Source: an optimization exercise on an open RTL-to-GDS flow (aim: small area and a short achievable clock period). Production flows keep margins and buffers that such runs may drop.
Function was checked by simulation only, so behaviour that the tests miss may differ from the original.
Power figures rest on the tool's default switching activity, not on a simulated workload.

Setup of before:
==> flow/design.v <==
package sync_fifo_pkg;
    localparam int DEF_WIDTH = 32;
    localparam int DEF_DEPTH = 64;
    localparam int PTR_ADDR_W = 32;
    typedef struct packed {
        logic                  wrap;
        logic [PTR_ADDR_W-1:0] addr;
    } fifo_ptr_t;
    function automatic int clog2(input int unsigned n);
        int r;
        r = 0;
        for (int i = 0; i < 32; i++) begin
            if (((n - 32'd1) >> i) != 32'd0) begin
                r = i + 1;
            end
        end
        clog2 = r;
    endfunction
    function automatic fifo_ptr_t ptr_inc(input fifo_ptr_t p, input int unsigned depth);
        fifo_ptr_t n;
        n = p;
        if (p.addr == (depth - 32'd1)) begin
            n.addr = '0;
            n.wrap = ~p.wrap;
        end else begin
            n.addr = p.addr + 32'd1;
        end
        ptr_inc = n;
    endfunction
endpackage
module sync_fifo_ram #(
    parameter int WIDTH = 32,
    parameter int DEPTH = 64,
    parameter int LO    = 8,
    parameter int HI    = 8
) (
    input  logic             clk_i,
    input  logic             rst_i,
    input  logic             we_i,
    input  logic [HI-1:0]    whi_i,
    input  logic [LO-1:0]    wlo_i,
    input  logic [WIDTH-1:0] wdata_i,
    input  logic             re_i,
    input  logic [DEPTH-1:0] rsel_i,
    output logic [WIDTH-1:0] rdata_o
);
    logic [WIDTH-1:0] mem_q [DEPTH];
    logic [WIDTH-1:0] rmux;
    logic [WIDTH-1:0] rdata_q;
    for (genvar i = 0; i < DEPTH; i++) begin : g_word
        always_ff @(posedge clk_i) begin
            if (we_i && whi_i[i / LO] && wlo_i[i % LO]) begin
                mem_q[i] <= wdata_i;
            end
        end
    end
    localparam int GW = 8;
    localparam int NG = DEPTH / GW;
    logic [WIDTH-1:0] grp [NG];
    for (genvar g = 0; g < NG; g++) begin : g_rgrp
        logic [GW*WIDTH-1:0] words;
        for (genvar k = 0; k < GW; k++) begin : g_w
            assign words[k*WIDTH +: WIDTH] = mem_q[g*GW + k];
        end
        sync_fifo_rgrp #(
            .WIDTH (WIDTH),
            .N     (GW)
        ) u_rgrp (
            .sel_i   (rsel_i[g*GW +: GW]),
            .words_i (words),
            .or_o    (grp[g])
        );
    end
    logic [NG*WIDTH-1:0] grp_flat;
    for (genvar g = 0; g < NG; g++) begin : g_flat
        assign grp_flat[g*WIDTH +: WIDTH] = grp[g];
    end
    always_ff @(posedge clk_i or posedge rst_i) begin
        if (rst_i) begin
            rdata_q <= '0;
        end else if (re_i) begin
            rdata_q <= rmux;
        end
    end
    sync_fifo_ror #(
        .WIDTH (WIDTH),
        .N     (NG)
    ) u_ror (
        .grp_i (grp_flat),
        .or_o  (rmux)
    );
    assign rdata_o = rdata_q;
endmodule
module sync_fifo_rgrp #(
    parameter int WIDTH = 32,
    parameter int N     = 8
) (
    input  logic [N-1:0]       sel_i,
    input  logic [N*WIDTH-1:0] words_i,
    output logic [WIDTH-1:0]   or_o
);
    for (genvar b = 0; b < WIDTH; b++) begin : g_bit
        logic [N-1:0] col;
        for (genvar k = 0; k < N; k++) begin : g_k
            assign col[k] = words_i[k*WIDTH + b];
        end
        assign or_o[b] = |(col & sel_i);
    end
endmodule
module sync_fifo_ror #(
    parameter int WIDTH = 32,
    parameter int N     = 8
) (
    input  logic [N*WIDTH-1:0] grp_i,
    output logic [WIDTH-1:0]   or_o
);
    for (genvar b = 0; b < WIDTH; b++) begin : g_bit
        logic [N-1:0] col;
        for (genvar k = 0; k < N; k++) begin : g_k
            assign col[k] = grp_i[k*WIDTH + b];
        end
        assign or_o[b] = |col;
    end
endmodule
module sync_fifo #(
    parameter int WIDTH     = sync_fifo_pkg::DEF_WIDTH,
    parameter int DEPTH     = sync_fifo_pkg::DEF_DEPTH,
    parameter int AFULL_TH  = DEPTH - 4,
    parameter int AEMPTY_TH = 4
) (
    input  logic                       clk,
    input  logic                       m_rst,
    input  logic                       w_valid,
    input  logic [WIDTH-1:0]           w_data,
    output logic                       w_ready,
    input  logic                       r_valid,
    output logic [WIDTH-1:0]           r_data,
    output logic                       r_data_valid,
    output logic                       full,
    output logic                       empty,
    output logic                       almost_full,
    output logic                       almost_empty,
    output logic [sync_fifo_pkg::clog2(DEPTH):0]      level,
    output logic                       overflow,
    output logic                       underflow
);
    localparam int AW = sync_fifo_pkg::clog2(DEPTH);
    localparam int LO = 1 << (AW / 2);
    localparam int HI = DEPTH / LO;
    logic [LO-1:0] wr_lo_q;
    logic [HI-1:0] wr_hi_q;
    logic [HI-1:0] wr_hi_ok_q;
    logic [HI-1:0] wr_hi_d;
    logic          full_d;
    logic [DEPTH-1:0] rd_sel_q;
    logic [AW:0]   level_q;
    logic          full_q;
    logic          nempty_q;
    logic          afull_q;
    logic          naempty_q;
    logic          overflow_q;
    logic          underflow_q;
    logic          rvalid_q;
    logic          wr_acc;
    logic          rd_acc;
    logic          inc;
    logic          dec;
    logic [AW:0]   level_p1;
    logic [AW:0]   level_m1;
    assign wr_acc = w_valid && !full_q;
    assign rd_acc = r_valid && nempty_q;
    assign inc    = wr_acc && !rd_acc;
    assign dec    = rd_acc && !wr_acc;
    assign level_p1 = level_q + 1'b1;
    assign level_m1 = level_q - 1'b1;
    assign wr_hi_d = (wr_acc && wr_lo_q[LO-1]) ? {wr_hi_q[HI-2:0], wr_hi_q[HI-1]} : wr_hi_q;
    assign full_d  = inc ? (level_p1 == (AW + 1)'(DEPTH)) : (dec ? 1'b0 : full_q);
    always_ff @(posedge clk or posedge m_rst) begin
        if (m_rst) begin
            wr_lo_q     <= LO'(1);
            wr_hi_q     <= HI'(1);
            wr_hi_ok_q  <= HI'(1);
            rd_sel_q    <= DEPTH'(1);
            level_q     <= '0;
            full_q      <= 1'b0;
            nempty_q    <= 1'b0;
            afull_q     <= 1'b0;
            naempty_q   <= 1'b0;
            overflow_q  <= 1'b0;
            underflow_q <= 1'b0;
            rvalid_q    <= 1'b0;
        end else begin
            if (wr_acc) wr_lo_q <= {wr_lo_q[LO-2:0], wr_lo_q[LO-1]};
            wr_hi_q    <= wr_hi_d;
            wr_hi_ok_q <= full_d ? '0 : wr_hi_d;
            full_q     <= full_d;
            if (rd_acc) rd_sel_q <= {rd_sel_q[DEPTH-2:0], rd_sel_q[DEPTH-1]};
            if (inc) begin
                level_q  <= level_p1;
                nempty_q <= 1'b1;
                afull_q  <= (level_p1 >= (AW + 1)'(AFULL_TH));
                naempty_q <= !(level_p1 <= (AW + 1)'(AEMPTY_TH));
            end else if (dec) begin
                level_q  <= level_m1;
                nempty_q <= (level_m1 != '0);
                afull_q  <= (level_m1 >= (AW + 1)'(AFULL_TH));
                naempty_q <= !(level_m1 <= (AW + 1)'(AEMPTY_TH));
            end
            overflow_q  <= w_valid && full_q;
            underflow_q <= r_valid && !nempty_q;
            rvalid_q    <= rd_acc;
        end
    end
    sync_fifo_ram #(
        .WIDTH (WIDTH),
        .DEPTH (DEPTH),
        .LO    (LO),
        .HI    (HI)
    ) u_ram (
        .clk_i   (clk),
        .rst_i   (m_rst),
        .we_i    (w_valid),
        .whi_i   (wr_hi_ok_q),
        .wlo_i   (wr_lo_q),
        .wdata_i (w_data),
        .re_i    (rd_acc),
        .rsel_i  (rd_sel_q),
        .rdata_o (r_data)
    );
    assign w_ready      = !full_q;
    assign full         = full_q;
    assign empty        = !nempty_q;
    assign level        = level_q;
    assign almost_full  = afull_q;
    assign almost_empty = !naempty_q;
    assign overflow     = overflow_q;
    assign underflow    = underflow_q;
    assign r_data_valid = rvalid_q;
endmodule
==> flow/config.mk <==
export PLATFORM = sky130hd
export DESIGN_NAME = sync_fifo
export DESIGN_NICKNAME = sync_fifo
export VERILOG_FILES = /design/flow/design.v
export SDC_FILE = /design/flow/constraint.sdc
export NUM_CORES = 4
export LEC_CHECK = 0
export CAP_MARGIN = 20
export CORE_MARGIN = 2
export CORE_UTILIZATION = 55
export SETUP_SLACK_MARGIN = 2.5
export SLEW_MARGIN = 20
export SYNTH_HIERARCHICAL = 1
export SYNTH_MINIMUM_KEEP_SIZE = 0
export TNS_END_PERCENT = 10
==> flow/constraint.sdc <==
create_clock -name core_clock -period 4.5 [get_ports {clk}]
set_input_delay 0.9000 -clock core_clock [delete_from_list [all_inputs] [get_ports {clk}]]
set_output_delay 0.9000 -clock core_clock [all_outputs]
set_load 0.01 [all_outputs]
standard.sh (not shown) runs the stock make flow with config.mk's settings and CLKGATE_MAP_FILE= SYNTH_SCRIPT=/design/flow/synth_recipe.tcl, a recipe that flattens the netlist after the stock synthesis.
==> flow/flow/run.sh <==
#!/bin/bash
# Standard layout (the standard.sh) with two changes:
#  - flow/move.tcl runs before detailed placement: each port buffer is resized
#    to a stronger buffer, and each register that drives an output port (with
#    any inverter between them) is moved next to that port's output buffer;
#    detailed placement then legalises them as usual.
#  - clock tree synthesis clusters up to 25 sinks within 100 um per leaf buffer
#    and inserts no dummy loads.
set -euo pipefail
W=$(pwd)
bash standard.sh \
  PRE_DETAIL_PLACE_TCL="$W/flow/move.tcl" \
  "CTS_ARGS=-sink_clustering_enable -repair_clock_nets -sink_clustering_size 25 -sink_clustering_max_diameter 100 -dont_use_dummy_load" \
  finish > "$W/standard_flow.log" 2>&1
Other scripts of this flow, unchanged in this note and not shown: flow/flow/move.tcl
Input changes introduced in after (baseline for comparison: before):
diff --git a/flow/design.v b/flow/design.v
--- a/flow/design.v
+++ b/flow/design.v
@@ -113,16 +113,36 @@
 ) (
     input  logic [N*WIDTH-1:0] grp_i,
     output logic [WIDTH-1:0]   or_o
 );
     for (genvar b = 0; b < WIDTH; b++) begin : g_bit
-        logic [N-1:0] col;
-        for (genvar k = 0; k < N; k++) begin : g_k
-            assign col[k] = grp_i[k*WIDTH + b];
-        end
-        assign or_o[b] = |col;
-    end
+        logic [N/2-1:0] pair_n;
+        for (genvar k = 0; k < N / 2; k++) begin : g_pair
+            sync_fifo_nor2 u_nor (
+                .a_i (grp_i[(2*k)*WIDTH + b]),
+                .b_i (grp_i[(2*k+1)*WIDTH + b]),
+                .y_o (pair_n[k])
+            );
+        end
+        sync_fifo_nand4 u_nand (
+            .a_i (pair_n),
+            .y_o (or_o[b])
+        );
+    end
+endmodule
+module sync_fifo_nor2 (
+    input  logic a_i,
+    input  logic b_i,
+    output logic y_o
+);
+    assign y_o = ~(a_i | b_i);
+endmodule
+module sync_fifo_nand4 (
+    input  logic [3:0] a_i,
+    output logic       y_o
+);
+    assign y_o = ~(&a_i);
 endmodule
 module sync_fifo #(
     parameter int WIDTH     = sync_fifo_pkg::DEF_WIDTH,
     parameter int DEPTH     = sync_fifo_pkg::DEF_DEPTH,
     parameter int AFULL_TH  = DEPTH - 4,
==> comparison <==
Standard cell with the maximum stage delay on the critical path: dfrtp_2 -> before, dfrtp_4 -> after. Diff before -> after: share of the core filled with cells in the final layout rose by 0.76 points, sequential share of cell area fell by 0.97 points, combinational power rose by about 19%, power rose by 0.37%. Lower total detailed-routing wirelength among before and after: after. Summary: with before as the reference, cell count in after moved up slightly. after ended with less sequential share of the synthesized area than before.

[afterwards: timing with drivers on the ports]
The flow's constraints put no driver on any port. The routed layouts listed below were extracted and timed again, unchanged, in two steps. Step 1 assumes that a clkbuf_16 drives the clock port and a buf_2 every other input. Step 2, shift: input delay + t, output delay - t, t = (earliest + latest rising clock arrival at the registers) / 2. This alone moves slack from input paths to output paths. Slacks: ideal / step 1 / step 2; pairs: ideal / step 1.
run | shift t [ns] | slack for setup (ns) | worst setup path at the end | latest minus earliest clock arrival (ns) | worst register clock-pin slew, ns
before | 0.806 | 1.993 / 1.993 / 1.682 | input to register | 0.043 / 0.043 | 0.11 / 0.11
after | 0.815 | 2.191 / 2.164 / 1.678 | input to register | 0.058 / 0.058 | 0.11 / 0.11
After both steps every run listed still meets setup and hold. The setup slack of after, which loses most, moves by -0.027 ns with the drivers and by -0.513 ns with both steps.
